Source: an optimization exercise on an open RTL-to-GDS flow (aim: small area, a short achievable clock period and few clock cycles per item). Production flows keep margins and buffers that such runs may drop.
Function was checked by simulation only, so behaviour that the tests miss may differ from the original.

==> flow/design.v, too long to show whole: its modules and the start of the top module <==
// module prefix_adder: 119 lines
// module sm_adder: 15 lines
// module mcm_lane: 60 lines
// module mcm_lane_ctrl: 61 lines
// module mcm_lane_rows: 99 lines
// module adder_tree: 1023 lines
// module csa_fa: 10 lines
// module csa_xnor: 7 lines
// module csa_or: 7 lines
// module csa_ha: 9 lines
// module req_ack_ctrl: 14 lines
// module mcm_dct_top: 33 lines
module mcm_dct_top (
    input  logic                                  clk,
    input  logic                                  rst_n,
    input  logic                                  req_i,
    input  logic [8*(16+1)-1:0]   samples_i,
    input  logic [8*(3+1)-1:0] codes_i,
    output logic                                  ack_o,
    output logic [32:0]                   result_o
);
  // ...
==> flow/flow/run.sh <==
#!/bin/bash
# Own layout flow: the standard ORFS flow (standard.sh, unchanged synthesis), with the
# ports buffered by a plain buffer cell instead of the default choice, and setup repair
# aimed at a larger slack than the clock period needs, so that repair works on this design's
# real critical paths. Each run's full output goes to a log file in the work folder.
set -euo pipefail
export BUFFER_PORTS_ARGS="-buffer_cell sky130_fd_sc_hd__buf_1"
export SETUP_SLACK_MARGIN="${FLOW_SETUP_MARGIN:-16}"
bash standard.sh synth > run_synth.log 2>&1
bash standard.sh > run_layout.log 2>&1
==> flow/standard.sh <==
#!/bin/bash
# synth_recipe.tcl (not shown) runs the flow's synth.tcl, then flattens the netlist and writes it again
# the make line also repeats each setting of config.mk as NAME=value (left out here)
make -C /OpenROAD-flow-scripts/flow DESIGN_CONFIG=/design/flow/config.mk WORK_HOME=/design/flow/orfs CLKGATE_MAP_FILE= SYNTH_SCRIPT=/design/flow/synth_recipe.tcl "${@:-finish}"
==> flow/config.mk <==
export PLATFORM = sky130hd
export DESIGN_NAME = mcm_dct_top
export DESIGN_NICKNAME = mcm_dct_top
export VERILOG_FILES = /design/flow/design.v
export SDC_FILE = /design/flow/constraint.sdc
export NUM_CORES = 4
export LEC_CHECK = 0
export CAP_MARGIN = 20
export CORE_MARGIN = 2
export CORE_UTILIZATION = 40
export SLEW_MARGIN = 20
export SYNTH_HIERARCHICAL = 1
==> flow/constraint.sdc <==
create_clock -name core_clock -period 26.0 [get_ports {clk}]
set_input_delay 5.2000 -clock core_clock [delete_from_list [all_inputs] [get_ports {clk}]]
set_output_delay 5.2000 -clock core_clock [all_outputs]
set_load 0.01 [all_outputs]
==> impl_metrics.tcl, run 1 <==
set metrics [dict create \
    multi_input_gates 2152 \
    cp_num_cells 14 \
    grt_overflow 0 \
    placed_cells 3661 \
    r2r_end "u_tree.cut_q[84]" \
    cp-start-kind "input port" \
    finalCritPeriodShare 0.383 \
    nNonClkBuffers 348 \
    gp_congestion 1.06 \
    setup_viol 0 \
    multi_input_area_share 0.782 \
    setup_ws_ns 16.03 \
    grt_pass1_wl_mm 188 \
    clk_pin_slew_worst_paths_ns 0.08 \
    grt_pass1_vias 25108 \
    min_path_type "flip-flop to flip-flop" \
    final_max_slew_viol_count 0 \
    fin_area_sq_um 31900 \
    hold_viol 0 \
    cp_cell_sequence "clkbuf_4 > xnor2_4 > buf_4 > a211oi_1 > a31oi_1 > buf_6 > a22oi_1 > fa_1 > fa_1 > fa_1 > fa_1 > fa_1 > fa_1 > fa_1" \
    viasPerCell 6.72 \
    cts.repair.resized 100 \
    top_regs "u_tree.cut_q x85, u_ctrl.ack_o x1" \
    drive_above_1_share 0.131 \
    postLayoutCoreUtil 0.429 \
    status "timing/DRC/antenna clean" \
    path_class "input port to flip-flop" \
    signal_buffer_area_fraction 0.0670 \
    taps 969 \
    seqCellArea_sq_um 2580 \
    root_buffer "clkbuf_16" \
    cp_top_family "adder cells" \
    remaining_drc_errors 0 \
    clock_latency_ns 0.39 \
    cts_sinks 86 \
    postRouteAntennaNets 0 \
    nFillCells 7060 \
    hold_path.startpoint "u_ctrl.ack_o" \
    cts_tree "done" \
    syn_area_sq_um 30000 \
]
Testbench counts, summed over its fixed seeds: cycles 4,096, items 2,048.
==> inputs of run 2 (changes only) <==
--- a/flow/flow/run.sh
+++ b/flow/flow/run.sh
@@ -4,7 +4,7 @@
 # aimed at a larger slack than the clock period needs, so that repair works on this design's
 # real critical paths. Each run's full output goes to a log file in the work folder.
 set -euo pipefail
-export BUFFER_PORTS_ARGS="-buffer_cell sky130_fd_sc_hd__buf_1"
+export BUFFER_PORTS_ARGS="-buffer_cell sky130_fd_sc_hd__buf_2"
 export SETUP_SLACK_MARGIN="${FLOW_SETUP_MARGIN:-16}"
 bash standard.sh synth > run_synth.log 2>&1
 bash standard.sh > run_layout.log 2>&1
==> impl_metrics.tcl, run 2 <==
set metrics [dict create \
    cp_top_family "adder cells" \
    cts_sinks 86 \
    place_hpwl_mm 112 \
    regToRegSetupSlack_ns 24.26 \
    top_regs "u_tree.cut_q x85, u_ctrl.ack_o x1" \
    fmax_mhz 100 \
    finalCriticalPeriod_ns 9.97 \
    fp.dieH_microns 278 \
    cts_inserted_buffers 9 \
    path_class "input port to flip-flop" \
    holdBufCountCts 0 \
    hold-path-endpoint "u_tree.cut_q[5]" \
    layout_common_cells "a22oi_1 (739), fa_1 (629), buf_2 (186), inv_1 (183), nand2_1 (142)" \
    num_io_pins 205 \
    finalCritPeriodShare 0.383 \
    final_nets 3672 \
    r2r-start "u_ctrl.ack_o" \
    grt_overflow 0 \
    worstPathArrival_ns 10.11 \
    grt_max_degree 72 \
    min_path_cells 1 \
    die_width_microns 278 \
    critPathMaxFanout 17 \
    antenna_found_initial 7 \
    postRouteAntennaNets 0 \
    crit_top_cell "fa_1" \
    viasPerCell 6.71 \
    slowest_stage "fa_1" \
    syn_area_sq_um 30000 \
    hold_slack_ns 0.788 \
    fin_area_sq_um 32100 \
    pre_cts_slack_ns 14.84 \
    postPlaceCellArea_sq_um 30100 \
    final_cells 3757 \
    r2r_end "u_tree.cut_q[52]" \
    grt_use_total 0.339 \
    io_buffers 199 \
    endpoint_kind "flip-flop" \
    wl_per_cell_microns 36.0 \
    r2r_cells 3 \
    cap_violations 0 \
    grt_setup_unrepaired "yes" \
    die-area_sq_um 77200 \
    worst_ep_required_time_ns 26.14 \
    num_vias 25216 \
    min_path_type "flip-flop to flip-flop" \
    first_pass_iters 9 \
    setup_viol 0 \
    fin_skew_ns 0.0203 \
    postLayoutCoreUtil 0.432 \
    placed_cells 3654 \
    nFillCells 7056 \
    cp_cell_sequence "buf_2 > xnor2_1 > mux2i_4 > xnor2_4 > a22oi_1 > fa_1 > fa_1 > fa_1 > fa_1 > fa_1 > fa_1 > fa_1" \
    clk_pin_slew_worst_paths_ns 0.08 \
    root_buffer "clkbuf_16" \
    syn_inst 2780 \
    layout_commonest_cell "a22oi_1" \
    drtIter0Drc 3782 \
    grt_pass1_wl_mm 185 \
    avgSynthCellArea_sq_um 10.8 \
    largest_register_ffs 85 \
    cts_tree "done" \
    remaining_drc_errors 0 \
    hold_path.startpoint "u_ctrl.ack_o" \
    fin_setup_tns_ns 0 \
    clockBufferDepth 2 \
    gp_congestion 1.04 \
    setup_ws_ns 16.03 \
    drive_above_1_share 0.188 \
    syn_to_final_growth_pct 7.18 \
    grt_pass1_vias 25325 \
    cp.buffers_inverters 1 \
    row_count 100 \
    clock_latency_ns 0.39 \
    worstMarginPinSlew_ns 0.909 \
    status "timing/DRC/antenna clean" \
    hold_viol 0 \
    htreeDepth 3 \
    cpPeakStageDelay_ns 0.63 \
    start_util 0.403 \
    largest_register "u_tree.cut_q" \
    ys_warn_count 8 \
    core_sq_um 74300 \
    cp-start-kind "input port" \
    routed_wl_mm 135 \
    final_max_slew_viol_count 0 \
    relSlewSlack 0.394 \
]
==> run 2: layer usage <==
| layer | routed length (microns) | share of wire | global-route usage | vias up |
|---|---|---|---|---|
| li1 | - | - | - | 9837 |
| met1 | 48900 | 0.36 | 0.432 | 12954 |
| met2 | 60500 | 0.45 | 0.525 | 1985 |
| met3 | 13700 | 0.10 | 0.0601 | 434 |
| met4 | 12000 | 0.089 | 0.235 | 6 |
| met5 | 61 | 0.00045 | 0 | - |
==> run 2: layout make-up <==
class / count / area [sq um] / area share
well taps: 969 / 1210 / 0.0377
clock inverters: 7 / 96.3 / 0.00300
multi-input cells: 2154 / 25000 / 0.778
clock buffers: 9 / 225 / 0.00701
flip-flops and latches: 86 / 2580 / 0.0802
diodes: 5 / 12.5 / 0.000389
inverters: 184 / 692 / 0.0215
repair buffers: 343 / 2330 / 0.0726
==> run 2: worst max-delay path by stage <==
stage                startpoint                to  slack [ns]  cells after the start
2_1_floorplan        codes_i[3]  u_tree.cut_q[39]       16.05                     14
3_3_place_gp         codes_i[3]  u_tree.cut_q[45]       14.62                     12
3_5_place_dp        codes_i[23]  u_tree.cut_q[42]       14.84                     11
4_1_cts             codes_i[19]  u_tree.cut_q[45]       16.01                     13
5_1_grt        u_tree.cut_q[55]      result_o[22]       15.96                     15
6_report            codes_i[22]  u_tree.cut_q[42]       16.03                     12
==> run 2: timing repair <==
| action | CTS | global route |
|---|---|---|
| pin swaps | 10 | 43 |
| setup endpoints to repair | 77 | 29 |
| resized for setup | 66 | 123 |
| gates cloned | 0 | 10 |
| setup buffers | 17 | 54 |

what the ideal ports hide:
Ports are ideal in the flow. The routed layouts listed here were re-timed in OpenROAD.
Step 1, drivers: a clkbuf_16 drives clk and a buf_2 each remaining input, both assumed.
Step 2 moves the port delays by t, midway between the first and last clock arrival at a register: inputs arrive t later, outputs are due t later. That takes back most of the time a late clock gives input paths.
a / b / c = ideal / step 1 / step 2; a / b = the first two.
run | t, ns | setup WS [ns] | worst setup path after step 2 | worst register clock-pin slew, ns
run 1 | 0.453 | 16.029 / 15.997 / 15.621 | input to register | 0.08 / 0.08
run 2 | 0.447 | 16.030 / 16.071 / 15.624 | input to register | 0.08 / 0.08
After both steps every run listed still meets setup and hold. The setup slack of run 1, which loses most, moves by -0.032 ns with the drivers and by -0.408 ns with both steps.
